This is an optimization exercise on Yosys and OpenROAD, whose aim is small area, a short achievable clock period and few clock cycles, not a production implementation. RTL that was checked went through simulation tests only; none was proved equivalent to the original. No driver is modelled on the clock port, so clocking that relies on it looks cheaper here than on a real chip.

Setup of amber:
Design mac_top, start of the top module:
module mac_top (
    input  logic         CLK,
    input  logic         RSTN,
    input  logic [11:0]  mnt_i,        
    input  logic         start_i,
    output logic         done_o,
    output logic [3:0]   w_rd_o,       
    input  logic [63:0]  w_rdata_i,    
    output logic [3:0]   i_rd_o,       
    input  logic [63:0]  i_rdata_i,    
    output logic [68:0]  o_wr_o        
);
==> flow/config.mk <==
export PLATFORM = sky130hd
export DESIGN_NAME = mac_top
export DESIGN_NICKNAME = mac_top
export VERILOG_FILES = /design/flow/design.v
export SDC_FILE = /design/flow/constraint.sdc
export NUM_CORES = 4
export LEC_CHECK = 0
export CAP_MARGIN = 20
export CORE_MARGIN = 2
export CORE_UTILIZATION = 30
export SETUP_SLACK_MARGIN = 2.85
export SLEW_MARGIN = 20
export SYNTH_HIERARCHICAL = 1
==> flow/constraint.sdc <==
create_clock -name core_clock -period 5.5 [get_ports {CLK}]
set_input_delay 1.1000 -clock core_clock [delete_from_list [all_inputs] [get_ports {CLK}]]
set_output_delay 1.1000 -clock core_clock [all_outputs]
set_load 0.01 [all_outputs]
standard.sh (not shown) runs the stock make flow with config.mk's settings and CLKGATE_MAP_FILE= SYNTH_SCRIPT=/design/flow/synth_recipe.tcl, a recipe that flattens the netlist after the stock synthesis.
==> flow/flow/run.sh <==
#!/bin/bash
# The standard layout with two changes:
#  - the smallest buffer on every port (repair_timing upsizes the ones on
#    critical paths)
#  - a clock tree of fewer, larger leaf clusters and no dummy loads
bash standard.sh \
  "BUFFER_PORTS_ARGS=-buffer_cell sky130_fd_sc_hd__buf_1" \
  "CTS_ARGS=-sink_clustering_enable -sink_clustering_size 24 -sink_clustering_max_diameter 80 -buf_list {sky130_fd_sc_hd__clkbuf_8 sky130_fd_sc_hd__clkbuf_16} -dont_use_dummy_load -repair_clock_nets" \
  finish > standard.log 2>&1
Testbench counts of amber, summed over its fixed seeds: cycles 5,706.
Changes in delta relative to amber:
diff --git a/flow/config.mk b/flow/config.mk
--- a/flow/config.mk
+++ b/flow/config.mk
@@ -10,3 +10,3 @@
 export CORE_UTILIZATION = 30
-export SETUP_SLACK_MARGIN = 2.85
+export SETUP_SLACK_MARGIN = 3.0
 export SLEW_MARGIN = 20
==> comparison <==
Via count of delta exceeds that of amber slightly.
Looking at total wirelength of the detailed-routed design, delta sits above amber.
In the tables for amber and delta, largest stage delay on the critical path reads lower with amber.
Sequential cell count came out exactly the same in amber and delta.
From amber to delta, area of the core did not move at all.
The run showing the greater violation count after the first detailed-routing iteration is delta.
Relative to amber, routed length on met3 decreased by 16% in delta.
The faster design of the two is delta; amber tops out lower.
Critical path depth was lower in amber than in delta.
From amber to delta the numbers moved as follows: final worst-path setup slack went up; number of cells on the worst hold path shows no meaningful change.
The inputs of sierra differ from those of delta as listed below.
diff --git a/flow/config.mk b/flow/config.mk
--- a/flow/config.mk
+++ b/flow/config.mk
@@ -10,3 +10,3 @@
 export CORE_UTILIZATION = 30
-export SETUP_SLACK_MARGIN = 3.0
+export SETUP_SLACK_MARGIN = 3.25
 export SLEW_MARGIN = 20
Results
Re register share of the cell area: delta was higher than sierra. Lower share of the core filled with cells in the final layout was reported by delta, not sierra. Overall routed net length on sierra is up relative to delta.
The inputs of indigo differ from those of sierra as listed below.
==> flow/flow/run.sh <==
#!/bin/bash
# The standard layout with three changes:
#  - the smallest buffer on every port (repair_timing upsizes the ones on
#    critical paths)
#  - a clock tree of fewer, larger leaf clusters and no dummy loads
#  - after CTS timing repair, area recovery on paths with slack to spare
bash standard.sh \
  "BUFFER_PORTS_ARGS=-buffer_cell sky130_fd_sc_hd__buf_1" \
  "CTS_ARGS=-sink_clustering_enable -sink_clustering_size 24 -sink_clustering_max_diameter 80 -buf_list {sky130_fd_sc_hd__clkbuf_8 sky130_fd_sc_hd__clkbuf_16} -dont_use_dummy_load -repair_clock_nets" \
  "POST_CTS_TCL=$PWD/flow/post_cts.tcl" \
  finish > standard.log 2>&1
==> flow/flow/post_cts.tcl (new file) <==
# After CTS timing repair: give back area on paths that have slack to spare
# (downsize gates, remove buffers) while keeping the setup margin.
estimate_parasitics -placement
puts "post_cts: before recovery: area [sta::format_area [rsz::design_area] 0] worst slack [sta::format_time [sta::worst_slack_cmd max] 3]"
repair_timing -recover_power 100 -setup_margin $::env(SETUP_SLACK_MARGIN) -verbose
detailed_placement
estimate_parasitics -placement
puts "post_cts: after recovery: area [sta::format_area [rsz::design_area] 0] worst slack [sta::format_time [sta::worst_slack_cmd max] 3]"
diff --git a/flow/config.mk b/flow/config.mk
--- a/flow/config.mk
+++ b/flow/config.mk
@@ -10,3 +10,3 @@
 export CORE_UTILIZATION = 30
-export SETUP_SLACK_MARGIN = 3.25
+export SETUP_SLACK_MARGIN = 3.0
 export SLEW_MARGIN = 20
==> notes.md <==
Taking sierra as the reference, in indigo clock-buffer cell count now smaller, wire length of the first global-routing pass now smaller. Compared with sierra, indigo shows a higher data required time at the worst endpoint. Of sierra and indigo, the run reporting the higher wire length was sierra. Of indigo and sierra, it is indigo that has the lower cell count along the critical path. Compared sierra against indigo; worst hold slack within noise.

========
mac_top, a different RTL version from the one above (not shown whole).
Size: roughly 240 flip-flops, ~220 I/O pins.
==> flow/config.mk <==
export PLATFORM = sky130hd
export DESIGN_NAME = mac_top
export DESIGN_NICKNAME = mac_top
export VERILOG_FILES = /design/flow/design.v
export SDC_FILE = /design/flow/constraint.sdc
export NUM_CORES = 4
export LEC_CHECK = 0
export CAP_MARGIN = 20
export CORE_MARGIN = 2
export CORE_UTILIZATION = 30
export SETUP_SLACK_MARGIN = 3.0
export SLEW_MARGIN = 20
export SYNTH_HIERARCHICAL = 1
==> flow/constraint.sdc <==
create_clock -name core_clock -period 5.5 [get_ports {CLK}]
set_input_delay 1.1000 -clock core_clock [delete_from_list [all_inputs] [get_ports {CLK}]]
set_output_delay 1.1000 -clock core_clock [all_outputs]
set_load 0.01 [all_outputs]
==> flow/flow/run.sh <==
#!/bin/bash
# The standard layout with two changes:
#  - the smallest buffer on every port (repair_timing upsizes the ones on
#    critical paths)
#  - a clock tree of fewer, larger leaf clusters and no dummy loads
bash standard.sh \
  "BUFFER_PORTS_ARGS=-buffer_cell sky130_fd_sc_hd__buf_1" \
  "CTS_ARGS=-sink_clustering_enable -sink_clustering_size 18 -sink_clustering_max_diameter 60 -buf_list {sky130_fd_sc_hd__clkbuf_8} -dont_use_dummy_load -repair_clock_nets" \
  finish > standard.log 2>&1
Testbench counts at the start, summed over its fixed seeds: cycles 5,706.
Then changed:
--- a/flow/flow/run.sh
+++ b/flow/flow/run.sh
@@ -8 +8 @@
-  "CTS_ARGS=-sink_clustering_enable -sink_clustering_size 18 -sink_clustering_max_diameter 60 -buf_list {sky130_fd_sc_hd__clkbuf_8} -dont_use_dummy_load -repair_clock_nets" \
+  "CTS_ARGS=-sink_clustering_enable -sink_clustering_size 24 -sink_clustering_max_diameter 80 -buf_list {sky130_fd_sc_hd__clkbuf_8 sky130_fd_sc_hd__clkbuf_16} -dont_use_dummy_load -repair_clock_nets" \
Design area is higher slightly.
Synthesized cell count is unchanged.
Synthesized area is unchanged.
Then changed:
Settings changed: ABC_AREA set to 1.
The new run finished clean. Hold slack gains 0.0084 ns. Via count grows by roughly a tenth. Final area went up by a few percent. Wire length rose by a few percent. Global-route usage hardly moves.

========
job 101:
mac_top, a different RTL version from the one above (not shown whole).
Size: roughly 870 cells after synthesis, ~150 flip-flops, ~220 I/O pins.
export LEC_CHECK = 0
export CAP_MARGIN = 20
export CORE_MARGIN = 2
export CORE_UTILIZATION = 30
export SETUP_SLACK_MARGIN = 2.3
export SLEW_MARGIN = 20
export SYNTH_HIERARCHICAL = 1
create_clock -name core_clock -period 5.5 [get_ports {CLK}]
==> flow/flow/run.sh <==
#!/bin/bash
# The standard layout with two changes:
#  - the smallest buffer on every port (repair_timing upsizes the ones on
#    critical paths)
#  - a clock tree of fewer, larger leaf clusters and no dummy loads
bash standard.sh \
  "BUFFER_PORTS_ARGS=-buffer_cell sky130_fd_sc_hd__buf_1" \
  "CTS_ARGS=-sink_clustering_enable -sink_clustering_size 24 -sink_clustering_max_diameter 80 -buf_list {sky130_fd_sc_hd__clkbuf_8 sky130_fd_sc_hd__clkbuf_16} -dont_use_dummy_load -repair_clock_nets" \
  finish > standard.log 2>&1
Job 101: done, clean on timing, DRC and antenna
diff inputs: job 101 => job 102
Settings: a change of SETUP_SLACK_MARGIN from 2.3 to 2.5.
==> notes.md <==
The flow did not stop early for job 102: all stages ran, and the layout cleared the timing, design-rule and antenna checks. On area added between synthesis and finish, the higher figure sits with job 102, not job 101. Job 102: share of cell area taken by flip-flops and latches is 1.9 points lower than what job 101 reported. Between job 102 and job 101, wire length of the first global-routing pass is lower for job 101, job 102 comes in above that. Comparing shortest clock period the worst path allows after layout for job 102 and job 101, the bigger number came from job 101. Met1 demand-to-capacity share in global routing: job 102 vs job 101 — no meaningful difference.
Function was not checked in any run of this note: the RTL went through the layout flow alone.

========
main:
mac_top, a different RTL version from the one above (not shown whole).
Size in the first run: ~950 cells after synthesis, roughly 150 flip-flops, roughly 220 I/O pins, about 11,000 µm² of cells after synthesis.
// mac_top
module mac_top (
    input  logic         CLK,
    input  logic         RSTN,
    input  logic [11:0]  mnt_i,        
    input  logic         start_i,
    output logic         done_o,
    output logic [3:0]   w_rd_o,       
    input  logic [63:0]  w_rdata_i,    
    output logic [3:0]   i_rd_o,       
    input  logic [63:0]  i_rdata_i,    
    output logic [68:0]  o_wr_o        
);
export LEC_CHECK = 0
export CAP_MARGIN = 20
export CORE_MARGIN = 2
export CORE_UTILIZATION = 30
export SETUP_SLACK_MARGIN = 2.4
export SLEW_MARGIN = 20
export SYNTH_HIERARCHICAL = 1
create_clock -name core_clock -period 5.5 [get_ports {CLK}]
==> flow/flow/run.sh <==
#!/bin/bash
# The standard layout, with the smallest buffer on every port
# (repair_timing upsizes the ones on critical paths)
bash standard.sh "BUFFER_PORTS_ARGS=-buffer_cell sky130_fd_sc_hd__buf_1" finish > standard.log 2>&1
The following lists how the feature branch was set up differently from main:
==> flow/run.sh (new file) <==
#!/bin/bash
# synth_recipe.tcl (not shown) runs the flow's synth.tcl, then flattens the netlist and writes it again
# the make line also repeats each setting of config.mk as NAME=value (left out here)
make -C /OpenROAD-flow-scripts/flow DESIGN_CONFIG=/design/flow/config.mk WORK_HOME=/design/flow/orfs CLKGATE_MAP_FILE= SYNTH_SCRIPT=/design/flow/synth_recipe.tcl finish
removed: flow/flow/run.sh
removed: flow/standard.sh
Findings:
- Compared with main, in the feature branch count of H-tree levels built during CTS closely matched the old numbers, clock buffer and inverter area fraction after layout decreased 0.19 points.
- Both conditions hold for main: the flow ran to the end and the final layout passed the timing, design-rule and antenna checks.
- Looking at the reports, the feature branch completed the entire flow and the layout it produced met the timing, design-rule and antenna checks.
- Final cycle utilization of the critical path: the feature branch vs main up 0.29 points
- In the metrics for main and the feature branch, the one carrying the lower via count normalized by instance count is the feature branch.
No functional check of the RTL was part of any run of this note.

==> afterwards: timing with drivers on the ports <==
How much do the figures lean on ideal ports? The routed layouts below were timed once more, with nothing changed but the port constraints.
Step 1 sets driving cells, clkbuf_16 on the clock port and buf_2 on the other inputs (assumed; they add their load-dependent delay and slew).
Step 2 also shifts input and output timing later by t, the mid clock arrival at the registers, as if the neighbouring blocks saw the same clock.
Three values: ideal, step 1, step 2; two values: the first two.
run	t (ns)	slack for setup (ns)	worst register clock-pin slew, ns	worst slew at a driven data input, ns	cell pins on the clock port's net
amber	0.528	2.852 / 2.881 / 2.354	0.09 / 0.09	0.07	1
delta	0.546	3.001 / 3.028 / 2.482	0.10 / 0.10	0.08	1
sierra	0.543	3.019 / 3.019 / 2.553	0.09 / 0.09	0.08	1
indigo	0.544	3.008 / 3.013 / 2.482	0.09 / 0.09	0.08	1
the first run of note 2	0.580	3.013 / 3.028 / 2.451	0.11 / 0.11	0.06	1
the second run of note 2	0.523	3.012 / 3.027 / 2.503	0.09 / 0.09	0.06	1
the third run of note 2	0.537	3.014 / 3.036 / 2.499	0.09 / 0.09	0.05	1
job 101	0.449	2.088 / 2.088 / 1.854	0.06 / 0.06	0.08	1
job 102	0.449	2.118 / 2.118 / 1.866	0.06 / 0.06	0.08	1
main	0.478	2.067 / 2.067 / 1.797	0.07 / 0.07	0.07	1
the feature branch	0.484	2.051 / 2.051 / 1.786	0.07 / 0.07	0.07	1
After both steps setup and hold are still met in every run listed. For the first run of note 2, which loses most, drivers alone change the setup slack by +0.015 ns; drivers and shift together by -0.562 ns.
